Background: an optimization exercise with open tools, aiming at small area, a short achievable clock period and few clock cycles. Do not read the settings as production practice. In this exercise RTL edits were held to simulation tests only and were not proved equivalent to the original.

==> module tlv_digest_list_validator, before the edit <==
module tlv_digest_list_validator (
	input  logic        clk,
	input  logic        arst_n,
	input  logic        s_axis_tvalid,
	output logic        s_axis_tready,
	input  logic [39:0] s_axis_tdata,   
	input  logic        s_axis_tuser,   
	output logic        m_axis_tvalid,
	input  logic        m_axis_tready,
	output logic [15:0] m_axis_tdata,   
	output logic [2:0]  m_axis_tuser,   
	output logic        m_axis_tlast    
);
	logic        first;
	logic [31:0] tl;
	logic [7:0]  b;
	assign first = s_axis_tuser;
	assign tl    = s_axis_tdata[31:0];
	assign b     = s_axis_tdata[39:32];
	logic        open_q, failed_q, vld_q;
	logic [4:0]  algo_q;
	logic [31:0] ot_q, il_q, vl_q;
	logic [2:0]  hc_q;
	logic [1:0]  field_q;
	logic        fb_q, nest_q, val_q, pf_q;
	logic [1:0]  kind_q;
	logic [7:0]  byte_q;
	logic        done_q;
	logic take;
	assign s_axis_tready = !vld_q || m_axis_tready;
	assign take          = s_axis_tvalid && s_axis_tready;
	logic [31:0] avail, len;
	logic [23:0] len_hi;
	logic        hi_gt, hi_eq, lo_ge;
	logic        hdr_end_out, hc0, hc1, hc5, len0, len_ge, dig_bad, fail_end, fail_c, enter_nest;
	logic        ol_one, il_one, vl_one, vl_two;
	assign avail  = nest_q ? il_q : ot_q;           
	assign len    = {vl_q[23:0], b};                
	assign hc0    = (hc_q == 3'd0);
	assign hc1    = (hc_q == 3'd1);
	assign hc5    = (hc_q == 3'd5);
	assign len0   = (len == 32'd0);
	assign len_hi = vl_q[23:0];
	assign hi_gt  = (len_hi > avail[31:8]);
	assign hi_eq  = (len_hi == avail[31:8]);
	assign lo_ge  = (b >= avail[7:0]);
	assign len_ge = hi_gt || (hi_eq && lo_ge);
	assign ol_one = pf_q ? (ot_q == 32'd2) : (ot_q == 32'd1);    
	assign il_one = (il_q == 32'd1);
	assign vl_one = (vl_q == 32'd1);
	assign vl_two = (vl_q == 32'd2);
	assign dig_bad = (algo_q >= tlv_pkg::ALGO_COUNT)
		|| (len != {25'd0, tlv_pkg::digest_size(algo_q)});
	assign fail_end = fb_q || len_ge || (!len0 && (nest_q
		? (field_q == 2'd0 && dig_bad)
		: ((field_q == 2'd0 && len != 32'd2) || (field_q == 2'd1 && len != 32'd4))));
	assign fail_c = val_q
		? (!nest_q && field_q == 2'd0 && vl_one && (fb_q || b >= 8'd20))
		: (hc0 ? (avail < 32'd6) : (hc5 && fail_end));
	assign enter_nest = !val_q && hc5 && !nest_q && field_q == 2'd2 && !len0;
	assign hdr_end_out = !val_q && hc5 && !nest_q;
	function automatic logic [31:0] dec(input logic [31:0] x, input logic t);
		logic z;
		z = 1'b1;
		for (int i = 0; i < 32; i++) begin
			dec[i] = x[i] ^ (t && z);
			z = z && !x[i];
		end
	endfunction
	logic [31:0] ot_d, il_d, vl_d, ot_hi;
	logic [2:0]  hc_d;
	logic [1:0]  field_d, kind_d;
	logic [4:0]  algo_d;
	logic        fb_d, nest_d, val_d, open_d, failed_d, done_d, algo_ok;
	assign algo_ok = open_q && !failed_q && val_q && !nest_q && field_q == 2'd0 && vl_one
		&& !fb_q && b < 8'd20;
	always_comb begin
		ot_hi   = dec({1'b0, ot_q[31:1]}, take && (pf_q || !ot_q[0]));
		ot_d    = (take && first) ? tl : {ot_hi[30:0], ot_q[0] ^ (take && !pf_q)};
		il_d    = (take && hdr_end_out) ? len : dec(il_q, take);   
		vl_d    = (take && !(val_q && !first)) ? len : dec(vl_q, take);
		field_d = (!val_q && hc1) ? b[1:0] : field_q;
		if (first) begin
			open_d   = (tl[31:1] != 31'd0);
			done_d   = (tl[31:1] == 31'd0);
			failed_d = (tl[31:3] == 29'd0) && (tl[2:0] != 3'd0) && (tl[2:0] < 3'd6);
			algo_d   = tlv_pkg::ALGO_COUNT;
			nest_d   = 1'b0;
			val_d    = 1'b0;
			hc_d     = 3'd1;
			fb_d     = (b != 8'd0);
			kind_d   = tlv_pkg::KIND_OTHER;
		end else begin
			open_d   = open_q && !ol_one;
			done_d   = open_q && ol_one;
			failed_d = failed_q || (open_q && fail_c);
			algo_d   = algo_ok ? b[4:0] : algo_q;
			nest_d   = enter_nest || (nest_q && !il_one);
			if (val_q) begin
				val_d = !vl_one;
				hc_d  = 3'd0;
				fb_d  = (b != 8'd0);
			end else begin
				val_d = hc5 && !len0 && !enter_nest;
				hc_d  = hc5 ? 3'd0 : hc_q + 3'd1;
				fb_d  = hc0 ? (b != 8'd0)
					: hc1 ? (fb_q || b >= (nest_q ? {6'd0, tlv_pkg::INNER_FIELDS}
					                               : {6'd0, tlv_pkg::OUTER_FIELDS}))
					: fb_q;
			end
			if (open_q && !failed_q && val_q && nest_q)
				kind_d = (field_q == 2'd0) ? tlv_pkg::KIND_DIGEST : tlv_pkg::KIND_PATH;
			else
				kind_d = tlv_pkg::KIND_OTHER;
		end
	end
	always_ff @(posedge clk or negedge arst_n) begin
		if (!arst_n) begin
			open_q   <= 1'b0;
			failed_q <= 1'b0;
			algo_q   <= tlv_pkg::ALGO_COUNT;
			vld_q    <= 1'b0;
		end else begin
			if (take) begin
				open_q   <= open_d;
				failed_q <= failed_d;
				algo_q   <= algo_d;
			end
			vld_q <= take || (vld_q && !m_axis_tready);
		end
	end
	always_ff @(posedge clk) begin
		ot_q <= ot_d;
		il_q <= il_d;
		vl_q <= vl_d;
		if (take) begin
			pf_q    <= first;
			hc_q    <= hc_d;
			field_q <= field_d;
			fb_q    <= fb_d;
			nest_q  <= nest_d;
			val_q   <= val_d;
			kind_q  <= kind_d;
			byte_q  <= (kind_d != tlv_pkg::KIND_OTHER) ? b : 8'd0;
			done_q  <= done_d;
		end
	end
	assign m_axis_tvalid = vld_q;
	assign m_axis_tdata  = {3'd0, algo_q, byte_q};
	assign m_axis_tuser  = {failed_q, kind_q};
	assign m_axis_tlast  = done_q;
endmodule
clock: 6.0 ns
lec_check: 0
cap_margin: 20
core_margin: 2
core_utilization: 40
setup_slack_margin: 3.3
slew_margin: 20
standard.sh (not shown) runs the stock make flow with config.mk's settings and CLKGATE_MAP_FILE= SYNTH_SCRIPT=/design/flow/synth_recipe.tcl, a recipe that flattens the netlist after the stock synthesis.
==> flow/flow/run.sh <==
#!/bin/bash
# Standard layout with two changes: the port buffers are the smallest plain buffer instead
# of the delay buffer buffer_ports picks by default (repair may still upsize them), and the
# clock tree is built from smaller buffers without dummy loads.
set -o pipefail
export BUFFER_PORTS_ARGS="-buffer_cell sky130_fd_sc_hd__buf_1"
export CTS_ARGS="-sink_clustering_enable -repair_clock_nets -buf_list sky130_fd_sc_hd__clkbuf_4 -dont_use_dummy_load"
bash standard.sh > standard.log 2>&1
Testbench counts at the start, summed over its fixed seeds: cycles 61,216.
==> next run, changes <==
--- a/flow/design.v
+++ b/flow/design.v
@@ -57,13 +57,13 @@
 	assign b     = s_axis_tdata[39:32];
 	logic        open_q, failed_q, vld_q;
 	logic [4:0]  algo_q;
 	logic [31:0] ot_q, il_q, vl_q;
 	logic [2:0]  hc_q;
 	logic [1:0]  field_q;
-	logic        fb_q, nest_q, val_q, pf_q;
+	logic        fb_q, nest_q, val_q, pf_q, ah_q;
 	logic [1:0]  kind_q;
 	logic [7:0]  byte_q;
 	logic        done_q;
 	logic take;
 	assign s_axis_tready = !vld_q || m_axis_tready;
 	assign take          = s_axis_tvalid && s_axis_tready;
@@ -90,13 +90,13 @@
 	assign dig_bad = (algo_q >= tlv_pkg::ALGO_COUNT)
 		|| (len != {25'd0, tlv_pkg::digest_size(algo_q)});
 	assign fail_end = fb_q || len_ge || (!len0 && (nest_q
 		? (field_q == 2'd0 && dig_bad)
 		: ((field_q == 2'd0 && len != 32'd2) || (field_q == 2'd1 && len != 32'd4))));
 	assign fail_c = val_q
-		? (!nest_q && field_q == 2'd0 && vl_one && (fb_q || b >= 8'd20))
+		? (ah_q && (fb_q || b >= 8'd20))
 		: (hc0 ? (avail < 32'd6) : (hc5 && fail_end));
 	assign enter_nest = !val_q && hc5 && !nest_q && field_q == 2'd2 && !len0;
 	assign hdr_end_out = !val_q && hc5 && !nest_q;
 	function automatic logic [31:0] dec(input logic [31:0] x, input logic t);
 		logic z;
 		z = 1'b1;
@@ -106,15 +106,14 @@
 		end
 	endfunction
 	logic [31:0] ot_d, il_d, vl_d, ot_hi;
 	logic [2:0]  hc_d;
 	logic [1:0]  field_d, kind_d;
 	logic [4:0]  algo_d;
-	logic        fb_d, nest_d, val_d, open_d, failed_d, done_d, algo_ok;
-	assign algo_ok = open_q && !failed_q && val_q && !nest_q && field_q == 2'd0 && vl_one
-		&& !fb_q && b < 8'd20;
+	logic        fb_d, nest_d, val_d, open_d, failed_d, done_d, algo_ok, ah_d;
+	assign algo_ok = open_q && ah_q && !fb_q && b < 8'd20;    
 	always_comb begin
 		ot_hi   = dec({1'b0, ot_q[31:1]}, take && (pf_q || !ot_q[0]));
 		ot_d    = (take && first) ? tl : {ot_hi[30:0], ot_q[0] ^ (take && !pf_q)};
 		il_d    = (take && hdr_end_out) ? len : dec(il_q, take);   
 		vl_d    = (take && !(val_q && !first)) ? len : dec(vl_q, take);
 		field_d = (!val_q && hc1) ? b[1:0] : field_q;
@@ -125,13 +124,15 @@
 			algo_d   = tlv_pkg::ALGO_COUNT;
 			nest_d   = 1'b0;
 			val_d    = 1'b0;
 			hc_d     = 3'd1;
 			fb_d     = (b != 8'd0);
 			kind_d   = tlv_pkg::KIND_OTHER;
+			ah_d     = 1'b0;
 		end else begin
+			ah_d     = open_q && !failed_q && val_q && !nest_q && field_q == 2'd0 && vl_two;
 			open_d   = open_q && !ol_one;
 			done_d   = open_q && ol_one;
 			failed_d = failed_q || (open_q && fail_c);
 			algo_d   = algo_ok ? b[4:0] : algo_q;
 			nest_d   = enter_nest || (nest_q && !il_one);
 			if (val_q) begin
@@ -170,12 +171,13 @@
 	always_ff @(posedge clk) begin
 		ot_q <= ot_d;
 		il_q <= il_d;
 		vl_q <= vl_d;
 		if (take) begin
 			pf_q    <= first;
+			ah_q    <= ah_d;
 			hc_q    <= hc_d;
 			field_q <= field_d;
 			fb_q    <= fb_d;
 			nest_q  <= nest_d;
 			val_q   <= val_d;
 			kind_q  <= kind_d;
Effect: Register-to-register slack improved by 0.12 ns; flip-flop and latch count is higher by 1; clock skew is about the same; synthesized area is higher slightly; worst hold slack improved by 0.021 ns; design area is higher slightly; clock-buffer cell count is unchanged; via count is higher by a few percent; critical path depth is lower by 7; sequential share of layout area is about the same; wire length is higher by roughly a tenth; fmax is higher slightly.
Testbench counts after the change, summed over its fixed seeds: cycles 61,216.

-- re-timing with driven ports --
The flow's constraints put no driver on any port. The routed layouts listed below were extracted and timed again, unchanged, in two steps.
Step 1: set_driving_cell puts a clkbuf_16 on clk and a buf_2 on each other input, an assumption about the parent block.
Step 2, shift: input delay + t, output delay - t, t = (earliest + latest rising clock arrival at the registers) / 2. This alone moves slack from input paths to output paths.
Slacks: ideal / step 1 / step 2; pairs: ideal / step 1.
run	t, ns	setup WS [ns]	worst data-port slew with drivers (ns)
the first run	0.572	3.219 / 3.219 / 2.761	0.03
the second run	0.581	3.247 / 3.228 / 2.795	0.04
After both steps setup and hold are still met in every run listed. For the first run, which loses most, drivers alone change the setup slack by 0.000 ns; drivers and shift together by -0.458 ns.
